From an optimization exercise on the open Yosys and OpenROAD flow, aimed at small area; shortcuts taken in it are not production practice.
Where RTL was checked, it was by simulation tests only, not by an equivalence proof against the original.
Power is estimated from default activity; no workload was simulated.

==> flow/design.v <==
package sad_disparity_row_pkg;
    localparam int H_ACTIVE_DEF = 640;
    localparam int V_ACTIVE_DEF = 480;
    localparam int MAXD_DEF     = 16;
    localparam int WIN_DEF      = 5;
    function automatic logic lt11(input logic [10:0] x, input logic [10:0] y);
        logic r;
        r = 1'b0;
        for (int i = 0; i < 11; i++) begin
            r = (x[i] ^ y[i]) ? y[i] : r;
        end
        lt11 = r;
    endfunction
endpackage
module sad_argmin (
    input  logic             clk,
    input  logic [15:0][10:0] sad_i,
    output logic [10:0]      min_o,
    output logic [3:0]       idx_o
);
    logic [7:0][10:0] v1;
    logic [7:0]       i1;
    logic [3:0][10:0] v2_d, v2_q;
    logic [3:0][1:0]  i2_d, i2_q;
    logic [1:0][10:0] v3;
    logic [1:0][2:0]  i3;
    logic [10:0] min_d;
    logic [3:0]  idx_d;
    always_comb begin
        for (int i = 0; i < 8; i++) begin
            i1[i] = sad_disparity_row_pkg::lt11(sad_i[2*i+1], sad_i[2*i]);
            v1[i] = i1[i] ? sad_i[2*i+1] : sad_i[2*i];
        end
        for (int i = 0; i < 4; i++) begin
            if (sad_disparity_row_pkg::lt11(v1[2*i+1], v1[2*i])) begin
                v2_d[i] = v1[2*i+1];
                i2_d[i] = {1'b1, i1[2*i+1]};
            end else begin
                v2_d[i] = v1[2*i];
                i2_d[i] = {1'b0, i1[2*i]};
            end
        end
        for (int i = 0; i < 2; i++) begin
            if (sad_disparity_row_pkg::lt11(v2_q[2*i+1], v2_q[2*i])) begin
                v3[i] = v2_q[2*i+1];
                i3[i] = {1'b1, i2_q[2*i+1]};
            end else begin
                v3[i] = v2_q[2*i];
                i3[i] = {1'b0, i2_q[2*i]};
            end
        end
        if (sad_disparity_row_pkg::lt11(v3[1], v3[0])) begin
            min_d = v3[1];
            idx_d = {1'b1, i3[1]};
        end else begin
            min_d = v3[0];
            idx_d = {1'b0, i3[0]};
        end
    end
    always_ff @(posedge clk) begin
        v2_q <= v2_d;
        i2_q <= i2_d;
        min_o <= min_d;
        idx_o <= idx_d;
    end
endmodule
module sad_disparity_row (
    input  logic        clk,
    input  logic        rst_n,
    input  logic [31:0] ix,
    input  logic [31:0] iy,
    input  logic [7:0]  a,
    input  logic [7:0]  b,
    output logic [31:0] ox,
    output logic [31:0] oy,
    output logic [3:0]  disp,
    output logic        disp_valid,
    output logic [10:0] cost
);
    localparam int MAXD = 16;
    localparam int WIN  = 5;
    localparam int BH   = MAXD + WIN;    
    localparam int AH   = WIN + 1;       
    logic active, row_start, vld_in;
    logic shift_en, hold_en;
    logic row_ok_q;
    logic [BH-1:0][7:0] bh_q;
    logic [AH-1:0][7:0] nah_q;           
    logic act1_q, start1_q;
    logic [MAXD-1:0][10:0] sum_q;
    logic [MAXD-1:0][10:0] sum_d;
    logic [10:0] min_sad;
    logic [3:0]  min_idx;
    logic [1:0][10:0] cost_p_q;
    logic [1:0][3:0]  disp_p_q;
    logic [5:0][31:0] ix_p_q;
    logic [5:0][31:0] iy_p_q;
    logic [5:0] v_p_q;
    logic [5:0] rv_p_q;
    assign active = (ix < 32'd640) && (iy < 32'd480);
    assign row_start = active && (ix == 32'd0);
    assign vld_in = active && row_ok_q && (ix >= 32'd19);
    assign shift_en = active & ~row_start;
    assign hold_en = ~active;
    always_ff @(posedge clk) begin
        bh_q[0] <= active ? b : bh_q[0];
        nah_q[0] <= active ? ~a : nah_q[0];
        for (int i = 1; i < BH; i++) begin
            bh_q[i] <= ({8{shift_en}} & bh_q[i-1]) | ({8{hold_en}} & bh_q[i]);
        end
        for (int i = 1; i < AH; i++) begin
            nah_q[i] <= ({8{shift_en}} & nah_q[i-1]) | ({8{hold_en}} & nah_q[i])
                      | {8{row_start}};
        end
        act1_q <= active;
        start1_q <= row_start;
    end
    always_comb begin
        for (int d = 0; d < MAXD; d++) begin
            logic [8:0] c1, c2;
            logic [7:0] t1, t2, u1, v2;
            logic [10:0] s, ps, pc;
            c1[0] = 1'b0;
            c2[0] = 1'b0;
            for (int i = 0; i < 8; i++) begin
                t1[i] = nah_q[0][i] ^ bh_q[d][i] ^ c1[i];
                c1[i+1] = (nah_q[0][i] & bh_q[d][i]) | (c1[i] & (nah_q[0][i] ^ bh_q[d][i]));
                t2[i] = nah_q[AH-1][i] ^ bh_q[d+WIN][i] ^ c2[i];
                c2[i+1] = (nah_q[AH-1][i] & bh_q[d+WIN][i]) | (c2[i] & (nah_q[AH-1][i] ^ bh_q[d+WIN][i]));
            end
            u1 = t1 ^ {8{~c1[8]}};
            v2 = t2 ^ {8{c2[8]}};
            s = start1_q ? 11'd0 : sum_q[d];
            for (int i = 0; i < 8; i++) begin
                ps[i] = s[i] ^ u1[i] ^ v2[i];
                pc[i] = (s[i] & u1[i]) | (s[i] & v2[i]) | (u1[i] & v2[i]);
            end
            ps[10:8] = ~s[10:8];
            pc[10:8] = s[10:8];
            sum_d[d] = ps + {pc[9:0], c1[8]} + {10'd0, ~c2[8]};
        end
    end
    always_ff @(posedge clk) begin
        if (act1_q) begin
            sum_q <= sum_d;
        end
    end
    sad_argmin u_argmin (
        .clk   (clk),
        .sad_i (sum_q),
        .min_o (min_sad),
        .idx_o (min_idx)
    );
    always_ff @(posedge clk) begin
        cost_p_q[0] <= min_sad;
        disp_p_q[0] <= min_idx;
        cost_p_q[1] <= cost_p_q[0];
        disp_p_q[1] <= disp_p_q[0];
        ix_p_q[0] <= ix;
        iy_p_q[0] <= iy;
        for (int i = 1; i < 6; i++) begin
            ix_p_q[i] <= ix_p_q[i-1];
            iy_p_q[i] <= iy_p_q[i-1];
        end
    end
    always_ff @(posedge clk or negedge rst_n) begin
        if (!rst_n) begin
            row_ok_q <= 1'b0;
            v_p_q <= '0;
            rv_p_q <= '0;
        end else begin
            row_ok_q <= row_ok_q | row_start;
            v_p_q <= {v_p_q[4:0], vld_in};
            rv_p_q <= {rv_p_q[4:0], 1'b1};
        end
    end
    assign ox = rv_p_q[5] ? ix_p_q[5] : 32'd0;
    assign oy = rv_p_q[5] ? iy_p_q[5] : 32'd0;
    assign disp_valid = v_p_q[5];
    assign disp = v_p_q[5] ? disp_p_q[1] : 4'd0;
    assign cost = v_p_q[5] ? cost_p_q[1] : 11'd0;
endmodule
clock: 6.0 ns
lec_check: 0
cap_margin: 20
core_margin: 2
core_utilization: 40
slew_margin: 20
run.sh (not shown) runs the stock make flow with config.mk's settings and CLKGATE_MAP_FILE= SYNTH_SCRIPT=/design/flow/synth_recipe.tcl, a recipe that flattens the netlist after the stock synthesis.
The first run completed and failed the layout checks on setup timing.
Next try:
--- a/flow/design.v
+++ b/flow/design.v
@@ -7,12 +7,20 @@
         logic r;
         r = 1'b0;
         for (int i = 0; i < 11; i++) begin
             r = (x[i] ^ y[i]) ? y[i] : r;
         end
         lt11 = r;
+    endfunction
+    function automatic logic carry_la(input logic [7:0] x, input logic [7:0] y, input logic c5);
+        logic g, p;
+        g = (x[5] & y[5]);
+        g = (x[6] & y[6]) | (x[6] & g) | (y[6] & g);
+        g = (x[7] & y[7]) | (x[7] & g) | (y[7] & g);
+        p = (x[5] | y[5]) & (x[6] | y[6]) & (x[7] | y[7]);
+        carry_la = g | (p & c5);
     endfunction
 endpackage
 module sad_argmin (
     input  logic             clk,
     input  logic [15:0][10:0] sad_i,
     output logic [10:0]      min_o,
@@ -116,31 +124,34 @@
         start1_q <= row_start;
     end
     always_comb begin
         for (int d = 0; d < MAXD; d++) begin
             logic [8:0] c1, c2;
             logic [7:0] t1, t2, u1, v2;
+            logic co1, co2;
             logic [10:0] s, ps, pc;
             c1[0] = 1'b0;
             c2[0] = 1'b0;
             for (int i = 0; i < 8; i++) begin
                 t1[i] = nah_q[0][i] ^ bh_q[d][i] ^ c1[i];
                 c1[i+1] = (nah_q[0][i] & bh_q[d][i]) | (c1[i] & (nah_q[0][i] ^ bh_q[d][i]));
                 t2[i] = nah_q[AH-1][i] ^ bh_q[d+WIN][i] ^ c2[i];
                 c2[i+1] = (nah_q[AH-1][i] & bh_q[d+WIN][i]) | (c2[i] & (nah_q[AH-1][i] ^ bh_q[d+WIN][i]));
             end
-            u1 = t1 ^ {8{~c1[8]}};
-            v2 = t2 ^ {8{c2[8]}};
+            co1 = sad_disparity_row_pkg::carry_la(nah_q[0], bh_q[d], c1[5]);
+            co2 = sad_disparity_row_pkg::carry_la(nah_q[AH-1], bh_q[d+WIN], c2[5]);
+            u1 = t1 ^ {8{~co1}};
+            v2 = t2 ^ {8{co2}};
             s = start1_q ? 11'd0 : sum_q[d];
             for (int i = 0; i < 8; i++) begin
                 ps[i] = s[i] ^ u1[i] ^ v2[i];
                 pc[i] = (s[i] & u1[i]) | (s[i] & v2[i]) | (u1[i] & v2[i]);
             end
             ps[10:8] = ~s[10:8];
             pc[10:8] = s[10:8];
-            sum_d[d] = ps + {pc[9:0], c1[8]} + {10'd0, ~c2[8]};
+            sum_d[d] = ps + {pc[9:0], co1} + {10'd0, ~co2};
         end
     end
     always_ff @(posedge clk) begin
         if (act1_q) begin
             sum_q <= sum_d;
         end
Result: The new run finished clean. Combinational power barely changes. Synthesized cell count rose by a few percent. Count of clock-buffer cells in the layout does not change. Cell count rose slightly. Sequential share of layout area rose by 0.57 points. Power fell slightly. Global-route usage is about the same. Final area fell slightly. First-iteration DRC count rose by a quarter to a third. Hold slack improves by 3.1 ps. Die area rose by a few percent.
No functional check of the RTL was part of the first run of this note.


## old
sad_disparity_row, a different RTL version from the one above (not shown whole).
For scale: roughly 160 I/O pins, ~44000 sq um of cells after synthesis.
==> module sad_disparity_row, before the edit <==
module sad_disparity_row (
    input  logic        clk,
    input  logic        rst_n,
    input  logic [31:0] ix,
    input  logic [31:0] iy,
    input  logic [7:0]  a,
    input  logic [7:0]  b,
    output logic [31:0] ox,
    output logic [31:0] oy,
    output logic [3:0]  disp,
    output logic        disp_valid,
    output logic [10:0] cost
);
    localparam int MAXD = 16;
    localparam int WIN  = 5;
    localparam int BH   = MAXD + WIN;    
    localparam int AH   = WIN + 1;       
    logic active, row_start, vld_in;
    logic shift_en, hold_en;
    logic row_ok_q;
    logic [BH-1:0][7:0] bh_q;
    logic [AH-1:0][7:0] nah_q;           
    logic act1_q, start1_q;
    logic [MAXD-1:0][10:0] sum_q;
    logic [MAXD-1:0][10:0] sum_d;
    logic [10:0] min_sad;
    logic [3:0]  min_idx;
    logic [1:0][10:0] cost_p_q;
    logic [1:0][3:0]  disp_p_q;
    logic [5:0][31:0] ix_p_q;
    logic [5:0][31:0] iy_p_q;
    logic [5:0] v_p_q;
    logic [5:0] rv_p_q;
    assign active = (ix < 32'd640) && (iy < 32'd480);
    assign row_start = active && (ix == 32'd0);
    assign vld_in = active && row_ok_q && (ix >= 32'd19);
    assign shift_en = act1_q & ~row_start;
    assign hold_en = ~act1_q & ~row_start;
    always_ff @(posedge clk) begin
        bh_q[0] <= b;
        nah_q[0] <= ~a;
        for (int i = 1; i < BH; i++) begin
            bh_q[i] <= ({8{shift_en}} & bh_q[i-1]) | ({8{hold_en}} & bh_q[i]);
        end
        for (int i = 1; i < AH; i++) begin
            nah_q[i] <= ({8{shift_en}} & nah_q[i-1]) | ({8{hold_en}} & nah_q[i])
                      | {8{row_start}};
        end
        act1_q <= active;
        start1_q <= row_start;
    end
    always_comb begin
        for (int d = 0; d < MAXD; d++) begin
            logic [8:0] c1, c2;
            logic [7:0] t1, t2, u1, v2;
            logic co1, co2;
            logic [10:0] s, ps, pc;
            logic [11:0] r;
            c1[0] = 1'b0;
            c2[0] = 1'b0;
            for (int i = 0; i < 8; i++) begin
                t1[i] = (nah_q[0][i] ^ c1[i]) ^ bh_q[d][i];
                c1[i+1] = (nah_q[0][i] & bh_q[d][i]) | (c1[i] & nah_q[0][i]) | (c1[i] & bh_q[d][i]);
                t2[i] = (nah_q[AH-1][i] ^ c2[i]) ^ bh_q[d+WIN][i];
                c2[i+1] = (nah_q[AH-1][i] & bh_q[d+WIN][i]) | (c2[i] & nah_q[AH-1][i]) | (c2[i] & bh_q[d+WIN][i]);
            end
            co1 = sad_disparity_row_pkg::carry_la(nah_q[0], bh_q[d], c1[5]);
            co2 = sad_disparity_row_pkg::carry_la(nah_q[AH-1], bh_q[d+WIN], c2[5]);
            u1 = t1 ^ {8{~co1}};
            v2 = t2 ^ {8{co2}};
            s = start1_q ? 11'd0 : sum_q[d];
            for (int i = 0; i < 8; i++) begin
                ps[i] = s[i] ^ u1[i] ^ v2[i];
                pc[i] = (s[i] & u1[i]) | (s[i] & v2[i]) | (u1[i] & v2[i]);
            end
            ps[10:8] = ~s[10:8];
            pc[10:8] = s[10:8];
            sum_d[d] = ps + {pc[9:0], co1} + {10'd0, ~co2};
        end
    end
    always_ff @(posedge clk) begin
        if (act1_q) begin
            sum_q <= sum_d;
        end
    end
    sad_argmin u_argmin (
        .clk   (clk),
        .sad_i (sum_q),
        .min_o (min_sad),
        .idx_o (min_idx)
    );
    always_ff @(posedge clk) begin
        cost_p_q[0] <= min_sad;
        disp_p_q[0] <= min_idx;
        cost_p_q[1] <= cost_p_q[0];
        disp_p_q[1] <= disp_p_q[0];
        ix_p_q[0] <= ix;
        iy_p_q[0] <= iy;
        for (int i = 1; i < 6; i++) begin
            ix_p_q[i] <= ix_p_q[i-1];
            iy_p_q[i] <= iy_p_q[i-1];
        end
    end
    always_ff @(posedge clk or negedge rst_n) begin
        if (!rst_n) begin
            row_ok_q <= 1'b0;
            v_p_q <= '0;
            rv_p_q <= '0;
        end else begin
            row_ok_q <= row_ok_q | row_start;
            v_p_q <= {v_p_q[4:0], vld_in};
            rv_p_q <= {rv_p_q[4:0], 1'b1};
        end
    end
    assign ox = rv_p_q[5] ? ix_p_q[5] : 32'd0;
    assign oy = rv_p_q[5] ? iy_p_q[5] : 32'd0;
    assign disp_valid = v_p_q[5];
    assign disp = v_p_q[5] ? disp_p_q[1] : 4'd0;
    assign cost = v_p_q[5] ? cost_p_q[1] : 11'd0;
endmodule
clock: 6.0 ns
lec_check: 0
cap_margin: 20
core_margin: 2
core_utilization: 40
cts_buf_list: sky130_fd_sc_hd__clkbuf_8
cts_cluster_diameter: 60
cts_cluster_size: 16
setup_slack_margin: 0.05
slew_margin: 20
standard.sh (not shown) runs the stock make flow with config.mk's settings and CLKGATE_MAP_FILE= SYNTH_SCRIPT=/design/flow/synth_recipe.tcl, a recipe that flattens the netlist after the stock synthesis.
==> flow/flow/run.sh <==
#!/bin/bash
# Standard ORFS layout with three changes:
#  - synthesis uses flow/synth.tcl (the standard flow's script, ABC with flow/abc_area.script)
#  - flow/fapol.py then removes inverters around full adders (self-dual flips)
#  - port buffers are buf_1 cells
#  - clock tree: clkbuf_8 clusters of 16 sinks, no dummy loads
set -euo pipefail
HERE=$PWD
MK=$(sed -n 's/^\(make .*\) "\${@:-finish}"$/\1/p' standard.sh | sed "s#SYNTH_SCRIPT=[^ ]*#SYNTH_SCRIPT=$HERE/flow/synth.tcl#")
RES=$HERE/orfs/results/$FLOW_PLATFORM/sad_disparity_row/base
echo "$MK" > make_cmd.log
export MY_ABC_SCRIPT=$HERE/flow/abc_area.script
eval "$MK $RES/1_2_yosys.v" > synth.log 2>&1
cp $RES/1_2_yosys.v 1_2_yosys_orig.v
python3 flow/fapol.py 1_2_yosys_orig.v $RES/1_2_yosys.v > fapol.log 2>&1
CTS="-sink_clustering_enable -repair_clock_nets -buf_list sky130_fd_sc_hd__clkbuf_8 -sink_clustering_size 16 -sink_clustering_max_diameter 60 -dont_use_dummy_load"
eval "$MK BUFFER_PORTS_ARGS='-buffer_cell sky130_fd_sc_hd__buf_1' CTS_ARGS='$CTS' finish" > finish.log 2>&1
: # left out here: write the final layout as DEF
Other scripts of this flow, unchanged in this note and not shown: flow/flow/abc_area.script, flow/flow/fapol.py, flow/flow/synth.tcl
Here is what was changed in the inputs of new compared with old.
diff --git a/flow/design.v b/flow/design.v
--- a/flow/design.v
+++ b/flow/design.v
@@ -105,17 +105,17 @@
     logic [5:0][31:0] iy_p_q;
     logic [5:0] v_p_q;
     logic [5:0] rv_p_q;
     assign active = (ix < 32'd640) && (iy < 32'd480);
     assign row_start = active && (ix == 32'd0);
     assign vld_in = active && row_ok_q && (ix >= 32'd19);
-    assign shift_en = act1_q & ~row_start;
-    assign hold_en = ~act1_q & ~row_start;
+    assign shift_en = active & ~row_start;
+    assign hold_en = ~active;
     always_ff @(posedge clk) begin
-        bh_q[0] <= b;
-        nah_q[0] <= ~a;
+        bh_q[0] <= active ? b : bh_q[0];
+        nah_q[0] <= active ? ~a : nah_q[0];
         for (int i = 1; i < BH; i++) begin
             bh_q[i] <= ({8{shift_en}} & bh_q[i-1]) | ({8{hold_en}} & bh_q[i]);
         end
         for (int i = 1; i < AH; i++) begin
             nah_q[i] <= ({8{shift_en}} & nah_q[i-1]) | ({8{hold_en}} & nah_q[i])
                       | {8{row_start}};
==> notes.md <==
new completed every stage of the flow, and the final layout passed the timing, DRC and antenna checks.
The area of the die of new was inferior to that of old.
Between old and new, the total of fill cells in the finished design does not differ in any meaningful way.
new ends up with higher number of combinational gates with multiple inputs than old does.
Going from old to new, total net switching power now sits lower; placement-stage cell area moved up; worst hold-check slack fell by 0.0079 ns.
Delta (new minus old): wire length on met3 higher; number of antenna diodes higher.
For new, the critical path startpoint was nah_q[0]$_DFFE_PP_, unlike old, where it was nah_q[40]$_DFF_P_.
For old, the end of the critical path was sum_q[21]$_DFFE_PP_, unlike new, where it was sum_q[76]$_DFFE_PP_.

-- separate check: timing with driven ports --
No port has a modelled driver above. Below, the same layouts with a new extraction and two added sets of constraints.
Step 1 assumes that a clkbuf_16 drives the clock port and a buf_2 every other input.
Step 2 adds t to the input delays and takes it off the output delays; t is the mean of the earliest and latest rising clock arrival at the registers after step 1. Input paths then give back, and output paths get back, about the clock's delay inside the block.
Slacks: ideal / step 1 / step 2; pairs: ideal / step 1.
| run | t (ns) | slack for setup (ns) | worst setup path at the end |
|---|---|---|---|
| the first run of note 1 | 0.758 | -0.239 / -0.239 / -0.239 | register to register |
| the second run of note 1 | 0.746 | 0.221 / 0.221 / 0.221 | register to register |
| old | 0.811 | 0.203 / 0.203 / 0.203 | register to register |
| new | 0.783 | 0.220 / 0.220 / 0.220 | register to register |
